What follows belongs to an exercise in optimizing a design on an open flow for small area, a short achievable clock period and few clock cycles per item; a production flow would make more cautious choices.
Function was checked by simulation only, so behaviour that the tests miss may differ from the original.
No activity file was given, so power comes from the tool's default toggle rates.

[flow/config.mk]
export PLATFORM = sky130hd
export DESIGN_NAME = tomasulo_core
export DESIGN_NICKNAME = tomasulo_core
export VERILOG_FILES = /design/flow/design.v
export SDC_FILE = /design/flow/constraint.sdc
export NUM_CORES = 4
export LEC_CHECK = 0
export CAP_MARGIN = 20
export CORE_MARGIN = 2
export CORE_UTILIZATION = 40
export SLEW_MARGIN = 20
[flow/constraint.sdc]
create_clock -name core_clock -period 7.0 [get_ports {clk_i}]
set_input_delay 1.4000 -clock core_clock [delete_from_list [all_inputs] [get_ports {clk_i}]]
set_output_delay 1.4000 -clock core_clock [all_outputs]
set_load 0.01 [all_outputs]
[flow/design.v]
`timescale 1ns/1ps
module tomasulo_core (
    input  logic        clk_i,
    input  logic        rst_n_i,
    input  logic        psel_i,
    input  logic        penable_i,
    input  logic        pwrite_i,
    input  logic [11:0] paddr_i,
    input  logic [31:0] pwdata_i,
    output logic        pready_o,
    output logic [31:0] prdata_o,
    output logic        pslverr_o,
    output logic        commit_valid_o,
    output logic [3:0]  commit_rd_o,
    output logic [31:0] commit_value_o
);
    localparam logic [3:0] OP_SUB  = 4'd1;
    localparam logic [3:0] OP_SLL  = 4'd5;
    localparam logic [3:0] OP_ADDI = 4'd6;
    logic        setup;
    logic        access;
    logic [11:0] reg_off;
    logic        reg_hit;
    logic [3:0]  ra;
    logic [3:0]  rb;
    logic        ra_ok;
    logic [3:0]  op_q;
    logic [3:0]  rd_q;
    logic [15:0] imm_q;
    logic [15:0] sel_a_q;      
    logic [15:0] sel_b_q;
    logic        fwd_a_q;      
    logic        fwd_b_q;
    logic        exec_q;       
    logic        rd_wait_q;    
    logic        err_q;        
    logic [31:0] regs_q [16];
    logic [15:0] written_q;    
    logic [15:0] live;         
    logic [31:0] src_a;
    logic [31:0] src_b;
    logic [31:0] opnd_b;
    logic        pass_a;
    logic [31:0] g_q;          
    logic [31:0] p_q;          
    logic [4:0]  sh_q;
    logic [31:0] imm_sx;
    logic        cin;
    logic [32:0] gen [7];
    logic [32:0] prop [7];
    logic [31:0] sum;
    logic [31:0] result;
    logic        commit_valid_q;
    logic [3:0]  commit_rd_q;
    logic [31:0] commit_value_q;
    assign setup   = psel_i & ~penable_i;
    assign access  = psel_i & penable_i;
    assign reg_off = paddr_i - 12'h100;
    assign reg_hit = (paddr_i >= 12'h100) && (reg_off < 12'd64) && (reg_off[1:0] == 2'b00);
    assign ra      = pwrite_i ? pwdata_i[23:20] : reg_off[5:2];
    assign rb      = pwdata_i[19:16];
    assign ra_ok   = pwrite_i | reg_hit;
    for (genvar r = 0; r < 16; r++) begin : g_live
        assign live[r] = written_q[r] | (commit_valid_q & (commit_rd_q == 4'(r)));
    end
    always_ff @(posedge clk_i) begin
        op_q  <= pwdata_i[31:28];
        rd_q  <= pwdata_i[27:24];
        imm_q <= pwdata_i[15:0];
        for (int r = 0; r < 16; r++) begin
            sel_a_q[r] <= (ra == 4'(r)) & ra_ok & live[r] & ~(exec_q & (rd_q == 4'(r)));
            sel_b_q[r] <= (rb == 4'(r)) & live[r] & ~(exec_q & (rd_q == 4'(r)));
        end
        fwd_a_q <= exec_q & (rd_q == ra) & ra_ok;
        fwd_b_q <= exec_q & (rd_q == rb);
    end
    always_ff @(posedge clk_i or negedge rst_n_i) begin
        if (!rst_n_i) begin
            exec_q    <= 1'b0;
            rd_wait_q <= 1'b0;
            err_q     <= 1'b0;
        end else begin
            exec_q    <= access & pwrite_i & (paddr_i == 12'h000);
            rd_wait_q <= setup & ~pwrite_i;
            err_q     <= pwrite_i ? (paddr_i != 12'h000) : ~reg_hit;
        end
    end
    always_comb begin
        src_a = fwd_a_q ? commit_value_q : 32'd0;
        src_b = fwd_b_q ? commit_value_q : 32'd0;
        for (int r = 0; r < 16; r++) begin
            src_a = src_a | (sel_a_q[r] ? regs_q[r] : 32'd0);
            src_b = src_b | (sel_b_q[r] ? regs_q[r] : 32'd0);
        end
    end
    assign imm_sx = {{16{imm_q[15]}}, imm_q};
    assign opnd_b = (op_q == OP_ADDI) ? imm_sx : ((op_q == OP_SUB) ? ~src_b : src_b);
    assign pass_a = rd_wait_q | (op_q == OP_SLL);
    always_ff @(posedge clk_i) begin
        g_q  <= pass_a ? src_a : (src_a & opnd_b);
        p_q  <= src_a ^ opnd_b;
        sh_q <= src_b[4:0];
    end
    assign cin = op_q == OP_SUB;
    assign gen[0]  = {g_q, cin};
    assign prop[0] = {p_q, 1'b0};
    for (genvar l = 0; l < 6; l++) begin : g_pfx
        for (genvar i = 0; i < 33; i++) begin : g_bit
            if (i >= (1 << l)) begin : g_op
                assign gen[l+1][i]  = gen[l][i] | (prop[l][i] & gen[l][i-(1<<l)]);
                assign prop[l+1][i] = prop[l][i] & prop[l][i-(1<<l)];
            end else begin : g_pass
                assign gen[l+1][i]  = gen[l][i];
                assign prop[l+1][i] = prop[l][i];
            end
        end
    end
    assign sum = p_q ^ gen[6][31:0];
    always_comb begin
        case (op_q)
            4'd0, 4'd1, 4'd6: result = sum;
            4'd2:             result = g_q;
            4'd3:             result = g_q | p_q;
            4'd4:             result = p_q;
            4'd5:             result = g_q << sh_q;
            4'd7:             result = imm_sx;
            default:          result = 32'd0;
        endcase
    end
    always_ff @(posedge clk_i) begin
        commit_rd_q    <= rd_q;
        commit_value_q <= result;
        for (int r = 0; r < 16; r++) begin
            if (commit_valid_q && commit_rd_q == 4'(r)) begin
                regs_q[r] <= commit_value_q;
            end
        end
    end
    always_ff @(posedge clk_i or negedge rst_n_i) begin
        if (!rst_n_i) begin
            written_q      <= 16'd0;
            commit_valid_q <= 1'b0;
        end else begin
            commit_valid_q <= exec_q;
            written_q      <= live;
        end
    end
    assign pready_o       = ~rd_wait_q;
    assign pslverr_o      = err_q;
    assign prdata_o       = g_q;
    assign commit_valid_o = commit_valid_q;
    assign commit_rd_o    = commit_rd_q;
    assign commit_value_o = commit_value_q;
endmodule
[flow/run.sh]
#!/bin/bash
# synth_recipe.tcl (not shown) runs the flow's synth.tcl, then flattens the netlist and writes it again
# the make line also repeats each setting of config.mk as NAME=value (left out here)
make -C /OpenROAD-flow-scripts/flow DESIGN_CONFIG=/design/flow/config.mk WORK_HOME=/design/flow/orfs CLKGATE_MAP_FILE= SYNTH_SCRIPT=/design/flow/synth_recipe.tcl finish
==> report_table.html, run 1 <==
<table>
<tr><th>Metric</th><th>Value</th></tr>
<tr><th colspan="2">Floorplanning</th></tr>
<tr><td>Standard-cell row count</td><td>101</td></tr>
<tr><td>Starting density of the core</td><td>0.403</td></tr>
<tr><td>Area enclosed by the die boundary</td><td>roughly 0.078 mm2</td></tr>
<tr><td>Die extent in x</td><td>approximately 280 um</td></tr>
<tr><td>I/O pin cnt</td><td>between 100 and 150</td></tr>
<tr><td>Die height</td><td>280 um</td></tr>
<tr><td>Core region area</td><td>between 0.07 and 0.08 mm2</td></tr>
<tr><th colspan="2">Clocking</th></tr>
<tr><td>Clk pin slew, worst setup/hold paths</td><td>about 0.060 ns</td></tr>
<tr><td>Maximum level of the CTS H-tree</td><td>3</td></tr>
<tr><td>Clock Path Buffers</td><td>3</td></tr>
<tr><td>Hold_buf cts</td><td>0</td></tr>
<tr><td>Number of gates resized after CTS</td><td>0</td></tr>
<tr><td>Post-CTS setup-driven buffer insertion count</td><td>0</td></tr>
<tr><td>Number of CTS-inserted buffers</td><td>75</td></tr>
<tr><td>Root cell of the clock tree</td><td>sky130_fd_sc_hd__clkbuf_16</td></tr>
<tr><td>Clock sink total</td><td>about 700</td></tr>
<tr><td>Worst skew pair latency</td><td>~0.63 ns</td></tr>
<tr><td>Clock tree from TritonCTS</td><td>yes</td></tr>
<tr><th colspan="2">Synth</th></tr>
<tr><td>Post-synthesis cell count</td><td>2374</td></tr>
<tr><td>Avg Inst Size Synth</td><td>roughly 13 um2</td></tr>
<tr><td>Biggest area consumer among synthesized cells</td><td>sky130_fd_sc_hd__edfxtp_1</td></tr>
<tr><td>Share of the yosys chip area belonging to registers</td><td>0.628</td></tr>
<tr><td>Netlist area before placement</td><td>between 0.03 and 0.04 mm2</td></tr>
<tr><td>Fraction of synthesis flops using an asynchronous set or reset pin</td><td>0.0288</td></tr>
<tr><td>Number of flops mapped to enable cells by yosys</td><td>approximately 510</td></tr>
<tr><td>Largest cells by area after synthesis</td><td>sky130_fd_sc_hd__edfxtp_1 (50%), sky130_fd_sc_hd__dfxtp_1 (11%), sky130_fd_sc_hd__a22oi_1 (9.2%)</td></tr>
<tr><td>Synthesis-stage register bit count</td><td>695</td></tr>
<tr><td>Count of different cell masters after synthesis</td><td>70</td></tr>
<tr><td>Ys Warns</td><td>4</td></tr>
<tr><td>Number of nets produced by synthesis</td><td>2456</td></tr>
<tr><td>Share of Yosys cell area claimed by the top area cell type</td><td>0.504</td></tr>
<tr><td>Dominant synthesized flop cell</td><td>sky130_fd_sc_hd__edfxtp_1</td></tr>
<tr><th colspan="2">Outcome</th></tr>
<tr><td>Run status</td><td>timing/DRC/antenna clean</td></tr>
<tr><th colspan="2">Global route</th></tr>
<tr><td>Antenna violations before repair</td><td>0</td></tr>
<tr><td>Number of global-route vias before repair</td><td>about 24000</td></tr>
<tr><td>Layer with the highest usage</td><td>met2</td></tr>
<tr><td>Met1 global-route usage</td><td>0.384</td></tr>
<tr><td>Remaining global-route overflow</td><td>0</td></tr>
<tr><td>Met2 layer usage reported by global route</td><td>0.431</td></tr>
<tr><td>Met3 track utilization from global routing</td><td>0.101</td></tr>
<tr><td>Wire length of the first global-routing pass</td><td>163 mm</td></tr>
<tr><td>Largest net degree at the start of global routing</td><td>52</td></tr>
<tr><td>All-layer global routing usage</td><td>0.288</td></tr>
<tr><th colspan="2">Setup path</th></tr>
<tr><td>Critical Path Max Stage Delay</td><td>approximately 0.54 ns</td></tr>
<tr><td>Number of gates on the worst path with buffers counted</td><td>12</td></tr>
<tr><td>Cell class contributing the biggest share of worst-path delay</td><td>simple AND/OR/NAND/NOR gates</td></tr>
<tr><td>Kind of end point of the critical path</td><td>flop</td></tr>
<tr><td>Startpoint class of the critical path</td><td>flop</td></tr>
<tr><td>Critical Setup Path Class</td><td>flop to flop</td></tr>
<tr><td>Largest fanout of any net on the critical path</td><td>35</td></tr>
<tr><td>Worst R2R Path Depth</td><td>12</td></tr>
<tr><td>Data required time at the worst endpoint</td><td>between 7 and 8 ns</td></tr>
<tr><td>Arr. time, crit path</td><td>approximately 4.3 ns</td></tr>
<tr><td>Sequence of cells on the critical path</td><td>nor4b_4 &gt; buf_4 &gt; ha_1 &gt; nor2_1 &gt; o21ai_2 &gt; and4_1 &gt; o21ba_2 &gt; o2111ai_1 &gt; a31oi_1 &gt; o22ai_1 &gt; or4b_1 &gt; nand3_1</td></tr>
<tr><td>Buffers and inverters on the worst path</td><td>1</td></tr>
<tr><td>Slowest stage cell, crit path</td><td>sky130_fd_sc_hd__dfxtp_1</td></tr>
<tr><th colspan="2">Route</th></tr>
<tr><td>Vias after detailed routing</td><td>24115</td></tr>
<tr><td>Wire length per cell after detailed routing</td><td>about 33 um</td></tr>
<tr><td>Drt first pass iters</td><td>9</td></tr>
<tr><td>Number of DRC violations after detailed routing</td><td>0</td></tr>
<tr><td>Average via count per standard cell</td><td>about 6.9</td></tr>
<tr><td>Number of violations reported at the end of detailed-routing iteration 0</td><td>between 4000 and 5000</td></tr>
<tr><td>Total detailed-routing wirelength</td><td>115 mm</td></tr>
<tr><td>Remaining number of nets flagged by the antenna check after routing</td><td>0</td></tr>
<tr><th colspan="2">Placed design</th></tr>
<tr><td>RD Place Congestion</td><td>roughly 0.9</td></tr>
<tr><td>Placed wire-length estimate</td><td>62.5 mm</td></tr>
<tr><td>PortBufs</td><td>~120</td></tr>
<tr><td>Cell area reported after detailed placement</td><td>approximately 0.033 mm2</td></tr>
<tr><td>Post-placement cell count</td><td>between 3000 and 4000</td></tr>
<tr><th colspan="2">Finish</th></tr>
<tr><td>Layout cell share with drive strength beyond 1</td><td>0.117</td></tr>
<tr><td>Number of nets in the final layout</td><td>between 2000 and 3000</td></tr>
<tr><td>Synthesis-to-finish area growth</td><td>15.6%</td></tr>
<tr><td>Finished Layout Cells</td><td>3492</td></tr>
<tr><td>Final antenna diode count</td><td>0</td></tr>
<tr><td>Final instance area</td><td>between 0.03 and 0.04 mm2</td></tr>
<tr><th colspan="2">Timing</th></tr>
<tr><td>Slew at the pin closest to its max-slew limit</td><td>a little under 1 ns</td></tr>
<tr><td>Total count of hold-check failures in the final report</td><td>0</td></tr>
<tr><td>Tcrit/Tclk final</td><td>0.534</td></tr>
<tr><td>Minimum clock period after layout</td><td>approximately 3.7 ns</td></tr>
<tr><td>Max-slew violations</td><td>0</td></tr>
<tr><td>Setup repair after global routing missed its margin</td><td>false</td></tr>
<tr><td>Final number of setup-violating endpoints</td><td>0</td></tr>
<tr><td>Final clock skew</td><td>0.0315 ns</td></tr>
<tr><td>WHS</td><td>approximately 0.45 ns</td></tr>
<tr><td>Slew headroom</td><td>0.335</td></tr>
<tr><td>Max Fclk</td><td>~270 MHz</td></tr>
<tr><td>Post-route setup TNS</td><td>0 ns</td></tr>
<tr><th colspan="2">Power and ir drop</th></tr>
<tr><td>Lkg Pwr</td><td>around 11 nW</td></tr>
<tr><td>Power density of the placed cells</td><td>~240 mW/mm2</td></tr>
<tr><td>Peak ir drop on the vdd network</td><td>between 0.15 and 0.2 mV</td></tr>
<tr><th colspan="2">Job</th></tr>
<tr><td>Maxcap violations</td><td>0</td></tr>
<tr><th colspan="2">Hold path</th></tr>
<tr><td>Path type of the worst min-delay path</td><td>flop to flop</td></tr>
<tr><td>Number of cells on the worst hold path</td><td>1</td></tr>
</table>
## per-stage QoR
step / utilization / worst slack, ns / power, mW
CTS: 0.466 / 3.26 / 8.55
global placement: 0.434 / 3.37 / 4.74
detailed placement: 0.434 / 3.31 / 4.74
floorplan: - / 3.10 / 4.63
global route: 0.466 / 2.98 / 8.73
finish: 0.466 / 3.26 / 8.51
## layout make-up
class	count	area, um2
clock buffers	101	2050
clock inverters	35	330
fillers	6572	40500
inverters	19	71.3
multi-input cells	1483	10700
flip-flops and latches	695	19200
well taps	978	1220
repair buffers	181	1660
## path summary, 6_finish.rpt
check | from | end | slack [ns]
max in group asynchronous | rst_n_i | written_q[2]$_DFF_PN0_ | 5.13
worst min-delay path | written_q[12]$_DFF_PN0_ | written_q[12]$_DFF_PN0_ | 0.45
min in group asynchronous | rst_n_i | commit_valid_q$_DFF_PN0_ | 1.30
worst min register to register | written_q[12]$_DFF_PN0_ | written_q[12]$_DFF_PN0_ | 0.45
worst max register to register | op_q[0]$_DFF_P_ | commit_value_q[31]$_DFF_P_ | 3.26
worst max-delay path | op_q[0]$_DFF_P_ | commit_value_q[31]$_DFF_P_ | 3.26
## cells in the mapped netlist (20+ instances only)
| cell type | number |
|---|---|
| sky130_fd_sc_hd__a221oi_1 | 57 |
| sky130_fd_sc_hd__mux2_2 | 35 |
| sky130_fd_sc_hd__a22oi_1 | 372 |
| sky130_fd_sc_hd__a222oi_1 | 77 |
| sky130_fd_sc_hd__nor2_1 | 109 |
| sky130_fd_sc_hd__xor2_1 | 40 |
| sky130_fd_sc_hd__mux2i_1 | 30 |
| sky130_fd_sc_hd__ha_1 | 33 |
| sky130_fd_sc_hd__nand2b_1 | 20 |
| sky130_fd_sc_hd__nand2_1 | 123 |
| sky130_fd_sc_hd__a22o_1 | 35 |
| sky130_fd_sc_hd__dfrtp_1 | 20 |
| sky130_fd_sc_hd__clkbuf_1 | 159 |
| sky130_fd_sc_hd__dfxtp_1 | 163 |
| sky130_fd_sc_hd__nand3_1 | 83 |
| sky130_fd_sc_hd__mux4_2 | 20 |
| sky130_fd_sc_hd__and3_1 | 20 |
| sky130_fd_sc_hd__a21oi_1 | 58 |
| sky130_fd_sc_hd__nand4_1 | 62 |
| sky130_fd_sc_hd__nor3_1 | 36 |
| sky130_fd_sc_hd__edfxtp_1 | 512 |
| sky130_fd_sc_hd__o21ai_0 | 76 |
## worst register-to-register path, stage by stage (launching register included)
cell and delay [ns]:
sky130_fd_sc_hd__dfxtp_1 0.54, sky130_fd_sc_hd__nor4b_4 0.27, sky130_fd_sc_hd__buf_4 0.52, sky130_fd_sc_hd__ha_1 0.29
sky130_fd_sc_hd__nor2_1 0.07, sky130_fd_sc_hd__o21ai_2 0.23, sky130_fd_sc_hd__and4_1 0.32, sky130_fd_sc_hd__o21ba_2 0.17
sky130_fd_sc_hd__o2111ai_1 0.19, sky130_fd_sc_hd__a31oi_1 0.29, sky130_fd_sc_hd__o22ai_1 0.16, sky130_fd_sc_hd__or4b_1 0.53
sky130_fd_sc_hd__nand3_1 0.08
## metal layers
layer | part of all wire | vias up | wire [um]
met4 | 0.042 | 0 | 4850
met5 | 0 | - | 0
met1 | 0.37 | 11762 | 42400
li1 | - | 9845 | -
met3 | 0.16 | 384 | 17900
met2 | 0.43 | 2124 | 50100
## cells in the final DEF (no fill, tap or decap), types with 10 or more instances in the layout
master	n
sky130_fd_sc_hd__mux2i_1	30
sky130_fd_sc_hd__a222oi_1	77
sky130_fd_sc_hd__a22o_1	35
sky130_fd_sc_hd__clkbuf_16	77
sky130_fd_sc_hd__a21oi_1	58
sky130_fd_sc_hd__xnor2_1	17
sky130_fd_sc_hd__nor4_1	10
sky130_fd_sc_hd__clkdlybuf4s50_1	119
sky130_fd_sc_hd__mux2_2	35
sky130_fd_sc_hd__o21ai_0	76
sky130_fd_sc_hd__mux4_2	20
sky130_fd_sc_hd__dfxtp_2	28
sky130_fd_sc_hd__dfrtp_1	20
sky130_fd_sc_hd__edfxtp_1	512
sky130_fd_sc_hd__clkinv_1	17
sky130_fd_sc_hd__xor2_1	40
sky130_fd_sc_hd__a22oi_1	372
sky130_fd_sc_hd__nand2_1	123
sky130_fd_sc_hd__buf_4	62
sky130_fd_sc_hd__and3_1	20
sky130_fd_sc_hd__or2_2	17
sky130_fd_sc_hd__nor2_1	94
sky130_fd_sc_hd__nand4_1	62
sky130_fd_sc_hd__nor2_4	14
sky130_fd_sc_hd__ha_1	33
sky130_fd_sc_hd__nand2b_1	20
sky130_fd_sc_hd__inv_1	19
sky130_fd_sc_hd__nand3_1	83
sky130_fd_sc_hd__dfxtp_1	135
sky130_fd_sc_hd__nor3_1	32
sky130_fd_sc_hd__a211oi_1	18
sky130_fd_sc_hd__a21o_1	12
sky130_fd_sc_hd__a221oi_1	57
sky130_fd_sc_hd__clkbuf_1	19
## registers in the layout (all words and copies together), names as in the netlist, 16 cells and up
| signal | flops |
|---|---|
| p_q | 32 |
| sel_a_q | 16 |
| sel_b_q | 16 |
| written_q | 16 |
| regs_q | 512 |
| imm_q | 16 |
| g_q | 32 |
| commit_value_q | 32 |
## logic make-up after synthesis
family	after synthesis	share of synthesized area
AOI/OAI and AO/OA	786	0.195
muxes	85	0.0376
adders and majority gates	33	0.0135
xor gates and xnor gates	57	0.0164
and+or+nand+nor	522	0.0852
DFF	695	0.628
buffers and inverters	196	0.0247
## where the power goes
group	switching, mW	internal, mW
sequential	0.0793	4.43
combinational	0.0806	0.0733
clock	1.66	2.19
Testbench counts, summed over its fixed seeds: cycles 6,416, items 3,200.
==> run 2: changes to the inputs <==
--- a/flow/design.v
+++ b/flow/design.v
@@ -47,2 +47,9 @@
     logic [31:0] imm_sx;
+    logic        cin_q;
+    logic        is_sum_q;
+    logic        is_and_q;
+    logic        is_or_q;
+    logic        is_xor_q;
+    logic        is_sll_q;
+    logic        is_li_q;
     logic        cin;
@@ -102,4 +109,11 @@
         sh_q <= src_b[4:0];
+        cin_q    <= op_q == OP_SUB;
+        is_sum_q <= (op_q == 4'd0) | (op_q == OP_SUB) | (op_q == OP_ADDI);
+        is_and_q <= op_q == 4'd2;
+        is_or_q  <= op_q == 4'd3;
+        is_xor_q <= op_q == 4'd4;
+        is_sll_q <= op_q == OP_SLL;
+        is_li_q  <= op_q == 4'd7;
     end
-    assign cin = op_q == OP_SUB;
+    assign cin = cin_q;
     assign gen[0]  = {g_q, cin};
@@ -118,13 +132,7 @@
     assign sum = p_q ^ gen[6][31:0];
-    always_comb begin
-        case (op_q)
-            4'd0, 4'd1, 4'd6: result = sum;
-            4'd2:             result = g_q;
-            4'd3:             result = g_q | p_q;
-            4'd4:             result = p_q;
-            4'd5:             result = g_q << sh_q;
-            4'd7:             result = imm_sx;
-            default:          result = 32'd0;
-        endcase
-    end
+    assign result = ({32{is_sum_q}} & sum)
+                  | ({32{is_and_q | is_or_q}} & g_q)
+                  | ({32{is_xor_q | is_or_q}} & p_q)
+                  | ({32{is_sll_q}} & (g_q << sh_q))
+                  | ({32{is_li_q}} & imm_sx);
     always_ff @(posedge clk_i) begin
--- a/flow/config.mk
+++ b/flow/config.mk
@@ -10,2 +10,3 @@
 export CORE_UTILIZATION = 40
+export SETUP_SLACK_MARGIN = 4.2
 export SLEW_MARGIN = 20
==> run 2 against run 1 <==
Compared with the run above:
- sequential power about the same
- register-to-register slack better by 0.93 ns
- combinational power up 32%
- clock skew down 0.0017 ns
- largest power group unchanged
- synthesized cell count up 0.34%
- power up 5.1%
- critical path type unchanged
- worst setup slack better by 0.93 ns
- synthesized area up 1.4%
- via count up 3.9%
- clock-buffer cell count down 3
- routed wire length up 7.0%
- core utilization up 1.5 points
==> report_table.html, run 2 <==
<table>
<tr><th>Metric</th><th>Value</th></tr>
<tr><th colspan="2">Synth</th></tr>
<tr><td>Fraction of synthesis flops using an asynchronous set or reset pin</td><td>0.0285 (was 0.0288)</td></tr>
<tr><td>Number of flops mapped to enable cells by yosys</td><td>512 (unchanged)</td></tr>
<tr><td>Share of the yosys chip area belonging to registers</td><td>0.623 (was 0.628)</td></tr>
<tr><td>Biggest area consumer among synthesized cells</td><td>sky130_fd_sc_hd__edfxtp_1 (unchanged)</td></tr>
<tr><td>Avg Inst Size Synth</td><td>13.0 um2 (was 12.8 um2)</td></tr>
<tr><td>Count of different cell masters after synthesis</td><td>71 (was 70)</td></tr>
<tr><td>Synthesis-stage register bit count</td><td>702 (was 695)</td></tr>
<tr><td>Post-synthesis cell count</td><td>2382 (was 2374)</td></tr>
<tr><td>Largest cells by area after synthesis</td><td>sky130_fd_sc_hd__edfxtp_1 (50%), sky130_fd_sc_hd__dfxtp_1 (11%), sky130_fd_sc_hd__a22oi_1 (6.9%) (was sky130_fd_sc_hd__edfxtp_1 (50%), sky130_fd_sc_hd__dfxtp_1 (11%), sky130_fd_sc_hd__a22oi_1 (9.2%))</td></tr>
<tr><td>Share of Yosys cell area claimed by the top area cell type</td><td>0.497 (was 0.504)</td></tr>
<tr><td>Dominant synthesized flop cell</td><td>sky130_fd_sc_hd__edfxtp_1 (unchanged)</td></tr>
<tr><td>Ys Warns</td><td>4 (unchanged)</td></tr>
<tr><td>Number of nets produced by synthesis</td><td>2464 (was 2456)</td></tr>
<tr><td>Top cell types by occurrence after synthesis</td><td>sky130_fd_sc_hd__edfxtp_1 (512), sky130_fd_sc_hd__a22oi_1 (283), sky130_fd_sc_hd__dfxtp_1 (170) (was sky130_fd_sc_hd__edfxtp_1 (512), sky130_fd_sc_hd__a22oi_1 (372), sky130_fd_sc_hd__dfxtp_1 (163))</td></tr>
<tr><td>Netlist area before placement</td><td>0.0309 mm2 (was 0.0305 mm2)</td></tr>
<tr><td>Cell with the most instances after synthesis</td><td>sky130_fd_sc_hd__edfxtp_1 (unchanged)</td></tr>
<tr><th colspan="2">Placed design</th></tr>
<tr><td>PortBufs</td><td>119 (unchanged)</td></tr>
<tr><td>Placed wire-length estimate</td><td>66.2 mm (was 62.5 mm)</td></tr>
<tr><td>RD Place Congestion</td><td>0.971 (was 0.926)</td></tr>
<tr><th colspan="2">Floorplanning</th></tr>
<tr><td>Die height</td><td>282 um (was 280 um)</td></tr>
<tr><td>Core region area</td><td>0.0762 mm2 (was 0.0757 mm2)</td></tr>
<tr><td>Area enclosed by the die boundary</td><td>0.0795 mm2 (was 0.0784 mm2)</td></tr>
<tr><td>Standard-cell row count</td><td>101 (unchanged)</td></tr>
<tr><td>Starting density of the core</td><td>0.406 (was 0.403)</td></tr>
<tr><td>Die extent in x</td><td>282 um (was 280 um)</td></tr>
<tr><td>I/O pin cnt</td><td>120 (unchanged)</td></tr>
<tr><th colspan="2">Clocking</th></tr>
<tr><td>Maximum level of the CTS H-tree</td><td>3 (unchanged)</td></tr>
<tr><td>Clk pin slew, worst setup/hold paths</td><td>0.06 ns (about the same)</td></tr>
<tr><td>Clock tree from TritonCTS</td><td>yes (unchanged)</td></tr>
<tr><td>Clock sink total</td><td>702 (was 695)</td></tr>
<tr><td>Worst skew pair latency</td><td>0.63 ns (about the same)</td></tr>
<tr><td>Number of CTS-inserted buffers</td><td>77 (was 75)</td></tr>
<tr><td>Clock Path Buffers</td><td>3 (unchanged)</td></tr>
<tr><td>Hold_buf cts</td><td>0 (unchanged)</td></tr>
<tr><td>Root cell of the clock tree</td><td>sky130_fd_sc_hd__clkbuf_16 (unchanged)</td></tr>
<tr><th colspan="2">Timing</th></tr>
<tr><td>Final clock skew</td><td>0.0298 ns (was 0.0315 ns)</td></tr>
<tr><td>Max Fclk</td><td>357 MHz (was 268 MHz)</td></tr>
<tr><td>Slew headroom</td><td>0.207 (was 0.335)</td></tr>
<tr><td>Post-route setup TNS</td><td>0 ns (unchanged)</td></tr>
<tr><td>Setup repair after global routing missed its margin</td><td>true (was false)</td></tr>
<tr><td>Final number of setup-violating endpoints</td><td>0 (unchanged)</td></tr>
<tr><td>Max-slew violations</td><td>0 (unchanged)</td></tr>
<tr><td>Tcrit/Tclk final</td><td>0.401 (was 0.534)</td></tr>
<tr><td>Slew at the pin closest to its max-slew limit</td><td>1.17 ns (was 0.995 ns)</td></tr>
<tr><td>Total count of hold-check failures in the final report</td><td>0 (unchanged)</td></tr>
<tr><td>WHS</td><td>0.453 ns (was 0.450 ns)</td></tr>
<tr><td>Minimum clock period after layout</td><td>2.80 ns (was 3.74 ns)</td></tr>
<tr><th colspan="2">Setup path</th></tr>
<tr><td>Cell class contributing the biggest share of worst-path delay</td><td>multiplexers (was simple AND/OR/NAND/NOR gates)</td></tr>
<tr><td>FF-to-FF Start</td><td>sh_q[1]$_DFF_P_ (was op_q[0]$_DFF_P_)</td></tr>
<tr><td>Slowest stage cell, crit path</td><td>sky130_fd_sc_hd__mux4_1 (was sky130_fd_sc_hd__dfxtp_1)</td></tr>
<tr><td>Sequence of cells on the critical path</td><td>buf_12 &gt; mux4_1 &gt; mux2_2 &gt; a21oi_1 &gt; o22ai_1 &gt; a221oi_2 &gt; o211ai_1 (was nor4b_4 &gt; buf_4 &gt; ha_1 &gt; nor2_1 &gt; o21ai_2 &gt; and4_1 &gt; o21ba_2 &gt; o2111ai_1 &gt; a31oi_1 &gt; o22ai_1 &gt; or4b_1 &gt; nand3_1)</td></tr>
<tr><td>Largest fanout of any net on the critical path</td><td>21 (was 35)</td></tr>
<tr><td>Worst R2R Path Depth</td><td>7 (was 12)</td></tr>
<tr><td>Minimum setup slack among reg-to-reg paths</td><td>4.20 ns (was 3.26 ns)</td></tr>
<tr><td>Kind of end point of the critical path</td><td>flop (unchanged)</td></tr>
<tr><td>Critical Path Max Stage Delay</td><td>0.66 ns (was 0.54 ns)</td></tr>
<tr><td>Arr. time, crit path</td><td>3.20 ns (was 4.29 ns)</td></tr>
<tr><td>Buffers and inverters on the worst path</td><td>1 (unchanged)</td></tr>
<tr><td>Startpoint class of the critical path</td><td>flop (unchanged)</td></tr>
<tr><td>Worst reg2reg endpoint</td><td>commit_value_q[21]$_DFF_P_ (was commit_value_q[31]$_DFF_P_)</td></tr>
<tr><td>Critical Setup Path Class</td><td>flop to flop (unchanged)</td></tr>
<tr><td>Data required time at the worst endpoint</td><td>7.39 ns (was 7.55 ns)</td></tr>
<tr><th colspan="2">Route</th></tr>
<tr><td>Remaining number of nets flagged by the antenna check after routing</td><td>0 (unchanged)</td></tr>
<tr><td>Met3 wire length</td><td>18.3 mm (was 17.9 mm)</td></tr>
<tr><td>Routed wire length on met2</td><td>53.7 mm (was 50.1 mm)</td></tr>
<tr><td>Number of DRC violations after detailed routing</td><td>0 (unchanged)</td></tr>
<tr><td>Average via count per standard cell</td><td>6.94 (was 6.91)</td></tr>
<tr><td>Drt first pass iters</td><td>10 (was 9)</td></tr>
<tr><td>Vias after detailed routing</td><td>25050 (was 24115)</td></tr>
<tr><td>Total detailed-routing wirelength</td><td>123 mm (was 115 mm)</td></tr>
<tr><td>DR top layer</td><td>met5 (was met4)</td></tr>
<tr><td>Number of violations reported at the end of detailed-routing iteration 0</td><td>4523 (was 4504)</td></tr>
<tr><td>Wire length per cell after detailed routing</td><td>34.1 um (was 33.0 um)</td></tr>
<tr><td>Met1 wire length</td><td>44.2 mm (was 42.4 mm)</td></tr>
<tr><th colspan="2">Hold path</th></tr>
<tr><td>Number of cells on the worst hold path</td><td>1 (unchanged)</td></tr>
<tr><td>Path type of the worst min-delay path</td><td>flop to flop (unchanged)</td></tr>
<tr><td>Launch point of the worst hold path</td><td>written_q[13]$_DFF_PN0_ (was written_q[12]$_DFF_PN0_)</td></tr>
<tr><td>Hold endpoint</td><td>written_q[13]$_DFF_PN0_ (was written_q[12]$_DFF_PN0_)</td></tr>
<tr><th colspan="2">Global route</th></tr>
<tr><td>Remaining global-route overflow</td><td>0 (unchanged)</td></tr>
<tr><td>All-layer global routing usage</td><td>0.304 (was 0.288)</td></tr>
<tr><td>Wire length of the first global-routing pass</td><td>173 mm (was 163 mm)</td></tr>
<tr><td>Largest net degree at the start of global routing</td><td>49 (was 52)</td></tr>
<tr><td>Antenna violations before repair</td><td>2 (was 0)</td></tr>
<tr><td>Number of global-route vias before repair</td><td>24388 (was 23553)</td></tr>
<tr><th colspan="2">Finish</th></tr>
<tr><td>Most common cell after layout, fill and taps aside</td><td>sky130_fd_sc_hd__edfxtp_1 (unchanged)</td></tr>
<tr><td>Synthesis-to-finish area growth</td><td>18.5% (was 15.6%)</td></tr>
<tr><td>Layout cell share with drive strength beyond 1</td><td>0.178 (was 0.117)</td></tr>
<tr><td>Filler Cells Inserted</td><td>6665 (was 6572)</td></tr>
<tr><td>Highest-count cells in the layout ignoring fill and taps</td><td>sky130_fd_sc_hd__edfxtp_1 (512), sky130_fd_sc_hd__a22oi_1 (283), sky130_fd_sc_hd__nand2_1 (127) (was sky130_fd_sc_hd__edfxtp_1 (512), sky130_fd_sc_hd__a22oi_1 (372), sky130_fd_sc_hd__dfxtp_1 (135))</td></tr>
<tr><td>Max reg flops</td><td>512 (unchanged)</td></tr>
<tr><td>Area occupied by multi-input gates</td><td>0.0111 mm2 (was 0.0107 mm2)</td></tr>
<tr><td>Post-layout utilization of the core</td><td>0.481 (was 0.466)</td></tr>
<tr><td>Register with the most flip-flops</td><td>regs_q (unchanged)</td></tr>
<tr><td>Register area</td><td>0.0195 mm2 (was 0.0192 mm2)</td></tr>
<tr><td>Number of nets in the final layout</td><td>2597 (was 2537)</td></tr>
<tr><th colspan="2">Power and ir drop</th></tr>
<tr><td>Peak ir drop on the vdd network</td><td>0.174 mV (was 0.178 mV)</td></tr>
<tr><td>Lkg Pwr</td><td>13.6 nW (was 11.3 nW)</td></tr>
<tr><td>Power density of the placed cells</td><td>244 mW/mm2 (was 241 mW/mm2)</td></tr>
<tr><th colspan="2">Job</th></tr>
<tr><td>Maxcap violations</td><td>0 (unchanged)</td></tr>
<tr><th colspan="2">Outcome</th></tr>
<tr><td>Run status</td><td>timing/DRC/antenna clean (unchanged)</td></tr>
</table>
-- run 2: changes by cell type after synthesis, moves of 6 or more --
cell                       before  now
sky130_fd_sc_hd__a21oi_1       58   69
sky130_fd_sc_hd__mux4_2        20   27
sky130_fd_sc_hd__dfxtp_1      163  170
sky130_fd_sc_hd__a22o_1        35   64
sky130_fd_sc_hd__o21ai_1        8    0
sky130_fd_sc_hd__nand4_1       62   38
sky130_fd_sc_hd__nor2_1       109   79
sky130_fd_sc_hd__and3_1        20   46
sky130_fd_sc_hd__a221oi_1      57  113
sky130_fd_sc_hd__a211oi_1      19    7
sky130_fd_sc_hd__o211ai_1       8   15
sky130_fd_sc_hd__o31ai_1        7    1
sky130_fd_sc_hd__a22oi_1      372  283
sky130_fd_sc_hd__o21a_1         4   12
-- run 2: through the flow --
stage               cells  cell area, um2  setup slack, ns  total power [mW]
global placement     3414           33400             3.51              4.79
finish               3611           36600             4.20              8.95
global route         3610           36600             4.13              9.19
detailed placement   3414           33400             3.47              4.79
CTS                  3588           36400             4.05              8.99
floorplan            2382           30900             3.97              4.68
-- run 2: where the power goes --
part / total [mW] / internal, mW / leakage [nW] / switching (mW)
Clock: 4.25 / 2.51 / 1.30 / 1.73
Combinational: 0.203 / 0.0802 / 4.79 / 0.123
Sequential: 4.50 / 4.45 / 7.53 / 0.0456
-- run 2: final cells by class --
| class | count | area share |
|---|---|---|
| Antenna cell | 1 | 0.0000683 |
| Clock buffer | 98 | 0.0573 |
| Clock inverter | 46 | 0.0151 |
| Inverter | 22 | 0.00232 |
| Multi-Input combinational cell | 1478 | 0.302 |
| Sequential cell | 702 | 0.533 |
| Tap cell | 1030 | 0.0352 |
| Timing Repair Buffer | 234 | 0.0551 |
-- run 2: logic make-up (layout without fill, tap and decap cells) --
family | Yosys count | in the layout | synth area share
adders and majority gates | 33 | 33 | 0.0134
DFF | 702 | 702 | 0.623
xor gates and xnor gates | 58 | 58 | 0.0164
and+or+nand+nor | 503 | 503 | 0.0814
AOI/OAI and AO/OA | 786 | 786 | 0.194
muxes | 98 | 98 | 0.0454
buffers and inverters | 202 | 400 | 0.0256
other | 0 | 1 | 0
-- run 2: worst max path at each step --
| stage | startpoint | end | slack [ns] | depth (start not counted) |
|---|---|---|---|---|
| floorplan | commit_valid_q$_DFF_PN0_ | sel_b_q[3]$_DFF_P_ | 3.97 | 5 |
| global placement | pwrite_i | fwd_a_q$_DFF_P_ | 3.51 | 5 |
| detailed placement | pwrite_i | sel_a_q[5]$_DFF_P_ | 3.47 | 5 |
| CTS | commit_value_q[7]$_DFF_P_ | commit_value_o[7] | 4.05 | 1 |
| global route | sh_q[1]$_DFF_P_ | commit_value_q[21]$_DFF_P_ | 4.13 | 7 |
| finish | sh_q[1]$_DFF_P_ | commit_value_q[21]$_DFF_P_ | 4.20 | 7 |
-- run 2: what timing repair did --
item                                    in CTS  in global routing
gates resized for setup                    233                 18
setup buffers                               30                 21
gates cloned                                 0                  1
endpoints found under the setup margin      89                 30
pin swaps                                    0                  3
-- run 2: routing by layer --
layer  global-route usage  vias to the layer above
li1                     -                    10049
met1                0.395                    12218
met2                0.460                     2265
met3               0.0960                      512
met4                0.148                        6
met5               0.0110                        -
Testbench counts of run 2, summed over its fixed seeds: cycles 6,416, items 3,200.

separate check: timing with driven ports:
The flow's constraints put no driver on any port. The routed layouts listed below were extracted and timed again, unchanged, in two steps. Step 1, drivers: a clkbuf_16 drives clk_i and a buf_2 each remaining input, both assumed. Step 2 adds t to the input delays and takes it off the output delays; t is the mean of the earliest and latest rising clock arrival at the registers after step 1. Input paths then give back, and output paths get back, about the clock's delay inside the block. Slacks: ideal / step 1 / step 2; pairs: ideal / step 1.
| run | shift t [ns] | slack for setup (ns) | hold slack, ns | worst slew at a driven data input, ns |
|---|---|---|---|---|
| run 1 | 0.685 | 3.265 / 3.265 / 3.265 | 0.450 / 0.450 / 0.450 | 0.05 |
| run 2 | 0.691 | 4.196 / 4.157 / 3.700 | 0.453 / 0.453 / 0.453 | 0.05 |
After both steps setup and hold are still met in every run listed. The setup slack of run 2, which loses most, moves by -0.039 ns with the drivers and by -0.496 ns with both steps.
